This design comes from an exercise in tuning for small area and few clock cycles on the open sky130 flow, not from production work. Only simulation tests tie the RTL to the original design; equivalence was not proved. No activity file was given, so power comes from the tool's default toggle rates.

## flow/run.sh

```bash
#!/bin/bash
# synth_recipe.tcl (not shown) runs the flow's synth.tcl, then flattens the netlist and writes it again
# the make line also repeats each setting of config.mk as NAME=value (left out here)
make -C /OpenROAD-flow-scripts/flow DESIGN_CONFIG=/design/flow/config.mk WORK_HOME=/design/flow/orfs CLKGATE_MAP_FILE= SYNTH_SCRIPT=/design/flow/synth_recipe.tcl finish
```

## flow/constraint.sdc

```tcl
create_clock -name core_clock -period 10.0 [get_ports {i_clk}]
set_input_delay 2.0000 -clock core_clock [delete_from_list [all_inputs] [get_ports {i_clk}]]
set_output_delay 2.0000 -clock core_clock [all_outputs]
set_load 0.01 [all_outputs]
```

## flow/config.mk

```make
export PLATFORM = sky130hd
export DESIGN_NAME = saturn_debugger
export DESIGN_NICKNAME = saturn_debugger
export VERILOG_FILES = /design/flow/design.v
export SDC_FILE = /design/flow/constraint.sdc
export NUM_CORES = 4
export LEC_CHECK = 0
export CAP_MARGIN = 20
export CORE_MARGIN = 2
export CORE_UTILIZATION = 40
export SLEW_MARGIN = 20
```

## flow/design.v

```verilog
`default_nettype none
module saturn_debugger (
    input  wire logic        i_clk,
    input  wire logic        i_reset,
    input  wire logic        i_instr_decoded,
    input  wire logic        i_exec_unit_busy,
    input  wire logic [19:0] i_current_pc,
    input  wire logic        i_reg_carry,
    input  wire logic [3:0]  i_reg_p,
    input  wire logic [15:0] i_reg_st,
    output logic [1:0]       o_dbg_register,
    output logic [3:0]       o_dbg_reg_ptr,
    input  wire logic [3:0]  i_dbg_reg_nibble,
    input  wire logic        i_bus_debug,
    input  wire logic [1:0]  i_bus_action,
    input  wire logic [3:0]  i_bus_data,
    input  wire logic        i_serial_busy,
    output logic [7:0]       o_char_to_send,
    output logic             o_char_valid,
    output logic             o_char_send,
    output logic             o_debug_cycle
);
    localparam logic [1:0] L_PC = 2'b00;   
    localparam logic [1:0] L_ST = 2'b11;   
    localparam logic [1:0] L_A  = 2'b01;   
    localparam logic [1:0] L_C  = 2'b10;   
    localparam logic [4:0] PC_FIRST = 5'd10;
    localparam logic [4:0] PC_LAST  = 5'd18;
    localparam logic [4:0] ST_FIRST = 5'd21;
    localparam logic [4:0] AC_FIRST = 5'd20;
    localparam logic [4:0] C_LAST   = 5'd30;
    logic [1:0] line;
    logic [4:0] pos;
    logic [3:0] nib;
    logic       bus_pending;
    logic       bus_second;
    logic [1:0] bus_action_q;
    logic       trigger;
    logic       valid_next;
    logic       dump_step;
    logic       line_end;
    logic       dump_end;
    logic [3:0] dump_nib;
    logic [3:0] pc_nib;
    logic       is_data;
    logic [7:0] hex;
    logic [7:0] text_char;
    logic [7:0] action_char;
    assign trigger = i_instr_decoded && !i_exec_unit_busy;
    assign valid_next = !i_reset && !o_char_valid && !i_serial_busy && !i_bus_debug &&
                        (bus_pending || o_debug_cycle);
    assign dump_step = o_char_valid && !bus_pending;
    always_comb begin
        case (line)
            L_PC:    line_end = (pos == PC_LAST);
            L_C:     line_end = (pos == C_LAST);
            default: line_end = (pos == 5'd0);
        endcase
    end
    assign dump_end = (line == L_C) && (pos == C_LAST);
    assign o_dbg_register = o_debug_cycle ? line : 2'b00;
    assign o_dbg_reg_ptr  = pos[3:0];
    always_ff @(posedge i_clk) begin
        if (i_reset) begin
            o_debug_cycle <= 1'b0;
        end else if (!o_debug_cycle) begin
            o_debug_cycle <= trigger;
        end else if (valid_next && !bus_pending && dump_end) begin
            o_debug_cycle <= 1'b0;
        end
    end
    always_ff @(posedge i_clk) begin
        if (!o_debug_cycle) begin
            line <= L_PC;
            pos  <= PC_FIRST;
        end else if (dump_step) begin
            if (line_end) begin
                case (line)
                    L_PC:    begin line <= L_ST; pos <= ST_FIRST; end
                    L_ST:    begin line <= L_A;  pos <= AC_FIRST; end
                    L_A:     begin line <= L_C;  pos <= AC_FIRST; end
                    default: begin line <= L_PC; pos <= PC_FIRST; end
                endcase
            end else begin
                pos <= pos - 5'd1;
            end
        end
    end
    always_ff @(posedge i_clk) begin
        o_char_valid <= valid_next;
        if (i_reset) begin
            o_char_send <= 1'b0;
            bus_pending <= 1'b0;
        end else begin
            if (valid_next) begin
                o_char_send <= !o_char_send;
            end
            if (i_bus_debug) begin
                bus_pending <= 1'b1;
            end else if (o_char_valid && bus_pending && bus_second) begin
                bus_pending <= 1'b0;
            end
        end
    end
    always_ff @(posedge i_clk) begin
        if (i_bus_debug) begin
            bus_second   <= 1'b0;
            bus_action_q <= i_bus_action;
        end else if (o_char_valid) begin
            bus_second   <= 1'b1;
        end
    end
    assign pc_nib = pos[2] ? i_current_pc[19:16] : i_current_pc[pos[1:0]*4 +: 4];
    always_comb begin
        case (line)
            L_PC:    dump_nib = pos[4] ? (pos[0] ? {3'b000, i_reg_carry} : i_reg_p) : pc_nib;
            L_ST:    dump_nib = {3'b000, i_reg_st[pos[3:0]]};
            default: dump_nib = i_dbg_reg_nibble;
        endcase
    end
    always_ff @(posedge i_clk) begin
        if (i_bus_debug) begin
            nib <= i_bus_data;
        end else if (!bus_pending) begin
            nib <= dump_nib;
        end
    end
    assign hex = (nib < 4'd10) ? (8'h30 + {4'h0, nib}) : (8'h37 + {4'h0, nib});
    always_comb begin
        case (bus_action_q)
            2'd0:    action_char = "w";
            2'd1:    action_char = "c";
            2'd2:    action_char = "r";
            default: action_char = ".";
        endcase
    end
    always_comb begin
        is_data   = 1'b0;
        text_char = " ";
        case (line)
            L_PC: begin
                case (pos)
                    5'd10: text_char = 8'h0a;
                    5'd9:  text_char = 8'h0d;
                    5'd8:  text_char = "P";
                    5'd7:  text_char = "C";
                    5'd6:  text_char = ":";
                    5'd4, 5'd3, 5'd2, 5'd1, 5'd0, 5'd23, 5'd18: is_data = 1'b1;
                    5'd30: text_char = "C";
                    5'd29: text_char = "a";
                    5'd28: text_char = "r";
                    5'd27: text_char = "r";
                    5'd26: text_char = "y";
                    5'd25: text_char = ":";
                    5'd21: text_char = "P";
                    5'd20: text_char = ":";
                    default: text_char = " ";
                endcase
            end
            L_ST: begin
                case (pos)
                    5'd21: text_char = 8'h0a;
                    5'd20: text_char = 8'h0d;
                    5'd19: text_char = "S";
                    5'd18: text_char = "T";
                    5'd17: text_char = ":";
                    5'd16: text_char = " ";
                    default: is_data = 1'b1;
                endcase
            end
            default: begin
                case (pos)
                    5'd20, 5'd31: text_char = 8'h0a;
                    5'd19, 5'd30: text_char = 8'h0d;
                    5'd18: text_char = (line == L_A) ? "A" : "C";
                    5'd17: text_char = ":";
                    5'd16: text_char = " ";
                    default: is_data = 1'b1;
                endcase
            end
        endcase
    end
    always_comb begin
        if (bus_pending) begin
            o_char_to_send = bus_second ? hex : action_char;
        end else begin
            o_char_to_send = is_data ? hex : text_char;
        end
    end
endmodule
`default_nettype wire
```

==> run summary <==
* IO Pins at 74
* Worst-case clock buffer depth at 2
* Worst setup startpoint: pos[0]
* Clock transition at the registers of the reported paths at 0.10 ns
* Site Rows at 29
* CP max-delay cell: dfxtp_1
* GRT overflow at 0
* Gpl congestion at 0.898
* Slew margin rel. at 47.6%
* Worst-case vdd ir drop at 0.0000566 V
* Area contributors post-synth: dfxtp_1 (15%), ha_1 (9.6%), edfxtp_1 (6.9%), mux4_2 (6.9%), o21ai_0 (3.6%)
* Crit Path Class: flop to primary output
* Number of nets with antenna violations after routing at 0
* Worst min-delay path category: flop to flop
* Hold_sp: o_char_send
* Max-slew violations at 0
* Synth cell count leaders: nand2_1 (24), dfxtp_1 (20), ha_1 (20)
* Share of cells above drive strength 1 at 8.86%
* Final Critical Period at 5.82 ns
* Kind of start point of the critical path: flop
* Core area at 6350 um2
* Syn Std Cell Area at 2610 um2
* First-pass GRT wire length at 12.0 mm
* CP max FO at 16
* Crit path cell chain: inv_1 -> ha_1 -> nand4_1 -> nand2_1 -> a211oi_1 -> a211oi_2 -> and2_0 -> a221oi_1 -> clkdlybuf4s50_1
* Unrepaired setup endpoints after global routing: false
* Slew @ Worst Pin at 0.786 ns
* Root Driver: clkbuf_8
* Mapped Nets at 382
* Ratio of total power to cell area at 76.3 nW/um2
* Initial antenna violation count at 0
* Critical Path RT at 8.00 ns
* Starting Density at 41.2%
* Seq cells post-synth at 26
* Final Hold Viols at 0
* Via density at 5.71
* Cell with the most instances after synthesis: nand2_1
* Ys Warns at 1
* Nets@finish at 439
* TNS Setup at 0 ns
* Pin count of the biggest net entering global routing at 25
* Slowest stage delay, CP at 0.85 ns
* Die height at 84.8 um
* Via Count at 2499
* Final wirelength at 7.32 mm
* Htree depth at 1
* CTS Hold Bufs at 0
* # setup viols final at 0
* Max Cap Viol at 0
* Max Freq at 172 MHz
* Die width at 84.8 um
* Post-synth top area share at 15.3%
* Critical R2R Launch: pos[0]
* Fin area at 3380 um2
* Cell variety after synth at 67
* Num CTS Buffers at 3
* Status: finished clean
* Power, Total at 258 uW
* Die area at 7200 um2
* FFs w/ async S/R, synth at 0%
* Post-synth EDFFs at 6
* CTS tree: yes
* Sequential share of the synthesized area at 22.2%
* Syn avg cell area at 8.57 um2
* Area growth, synth to finish at 29.2%
* Final Skew at 0.00361 ns
* Most used DFF post-synth: dfxtp_1
* Fill count at 591
* CP Data Arrival Time at 3.82 ns
* Clk Latency, worst-skew pair at 0.28 ns
* Detail Placement HPWL at 5.78 mm
* DR iter-0 viols at 169
* Leakage at 1.24 nW
* Cell taking the most area after synthesis: dfxtp_1
* Final period util at 58.2%
* Resize count post-CTS at 0
* Port bufs at 72
* Total Routing Usage GR at 20.7%
* Placement Cell Area at 3310 um2
* Post-Syn Instances at 305
* TritonRoute pass-1 iters at 4
* Vias in the first global route at 2440
* Clk sink count at 26
* DRC errors left at 0
* Critical Path Sink Type: primary output
* Postcts setup bufs at 0
* N_diodes at 0
* Wire per inst at 16.7 um
worst max-delay path: cells and delay by family, from the launching register on:
family	cells	cell delay (ns)
AOI/OAI and AO/OA	3	0.79
adders and majority gates	1	0.38
buffers and inverters	2	0.91
DFF	1	0.85
and+or+nand+nor	3	0.62
logic make-up after synthesis:
kind of cell             count (synthesis)  share of synthesized area (%)
AO/OA/AOI/OAI                           91                           25.7
adder cells (fa/ha/maj)                 20                           9.57
other                                    1                          0.143
buffers and inverters                   40                           7.61
XOR/XNOR                                 3                           1.01
flip-flops                              26                           22.2
AND/OR/NAND/NOR                        103                           21.7
multiplexers                            21                           12.1
worst paths after layout:
kind	to	cells after the start	slack (ns)
max reg2reg	flop	11	5.65
min reg2reg	o_char_send	2	0.53
min	o_char_send	2	0.53
max	o_char_to_send[2]	9	4.18
per-stage QoR:
step	setup WS, ns	cells	util [%]	hold slack [ns]
after floorplan	5.74	305	-	0.509
after global placement	4.60	434	52.1	0.498
after detailed placement	4.47	434	52.1	0.512
after CTS	4.15	438	53.2	0.536
after global routing	3.82	438	53.2	0.566
final	4.18	438	53.2	0.528
cell type report:
type | instances | area [um2] | area share [%]
Clock buffer | 4 | 66.3 | 1.96
Inverter | 19 | 71.3 | 2.11
Multi-Input combinational cell | 239 | 1830 | 54.3
Sequential cell | 26 | 581 | 17.2
Tap cell | 77 | 96.3 | 2.85
Timing Repair Buffer | 73 | 728 | 21.6
where the power goes:
group / switching (mW) / internal (mW)
combinational: 0.0209 / 0.0387
clock: 0.0372 / 0.0436
sequential: 0.00595 / 0.111
routing by layer:
layer	global-route usage, %	wire length, um
met5	0	0
met4	7.50	150
met3	3.21	300
met2	34.4	3600
met1	27.2	3260
cell usage in the layout (no fill, tap or decap), drive strengths merged, types with 9 or more instances in the layout:
cell type	count
a21oi	18
clkdlybuf4s50	72
dfxtp	20
ha	20
inv	19
mux2i	9
nand2	24
nand3	11
nor2	18
nor3	10
o21ai	20
Testbench counts, summed over its fixed seeds: cycles 10,247.

[re-timing with driven ports]
The flow's constraints put no driver on any port. The routed layout listed below was extracted and timed again, unchanged, in two steps.
Step 1 (the two cells are an assumption about what drives the block):
set clk [get_ports {i_clk}]
set_driving_cell -lib_cell sky130_fd_sc_hd__clkbuf_16 $clk
set_driving_cell -lib_cell sky130_fd_sc_hd__buf_2 [delete_from_list [all_inputs] $clk]
Step 2 adds t to the input delays and takes it off the output delays; t is the mean of the earliest and latest rising clock arrival at the registers after step 1. Input paths then give back, and output paths get back, about the clock's delay inside the block.
Slacks: ideal / step 1 / step 2; pairs: ideal / step 1.
shift t [ns]: 0.304
setup WS [ns]: 4.179 / 4.150 / 4.454
worst setup path at the end: register to output
worst register clock-pin slew, ns: 0.10 / 0.10
cell pins on the clock port's net: 1
After both steps setup and hold are still met in this run. The setup slack of this run moves by -0.029 ns with the drivers and by +0.275 ns with both steps.
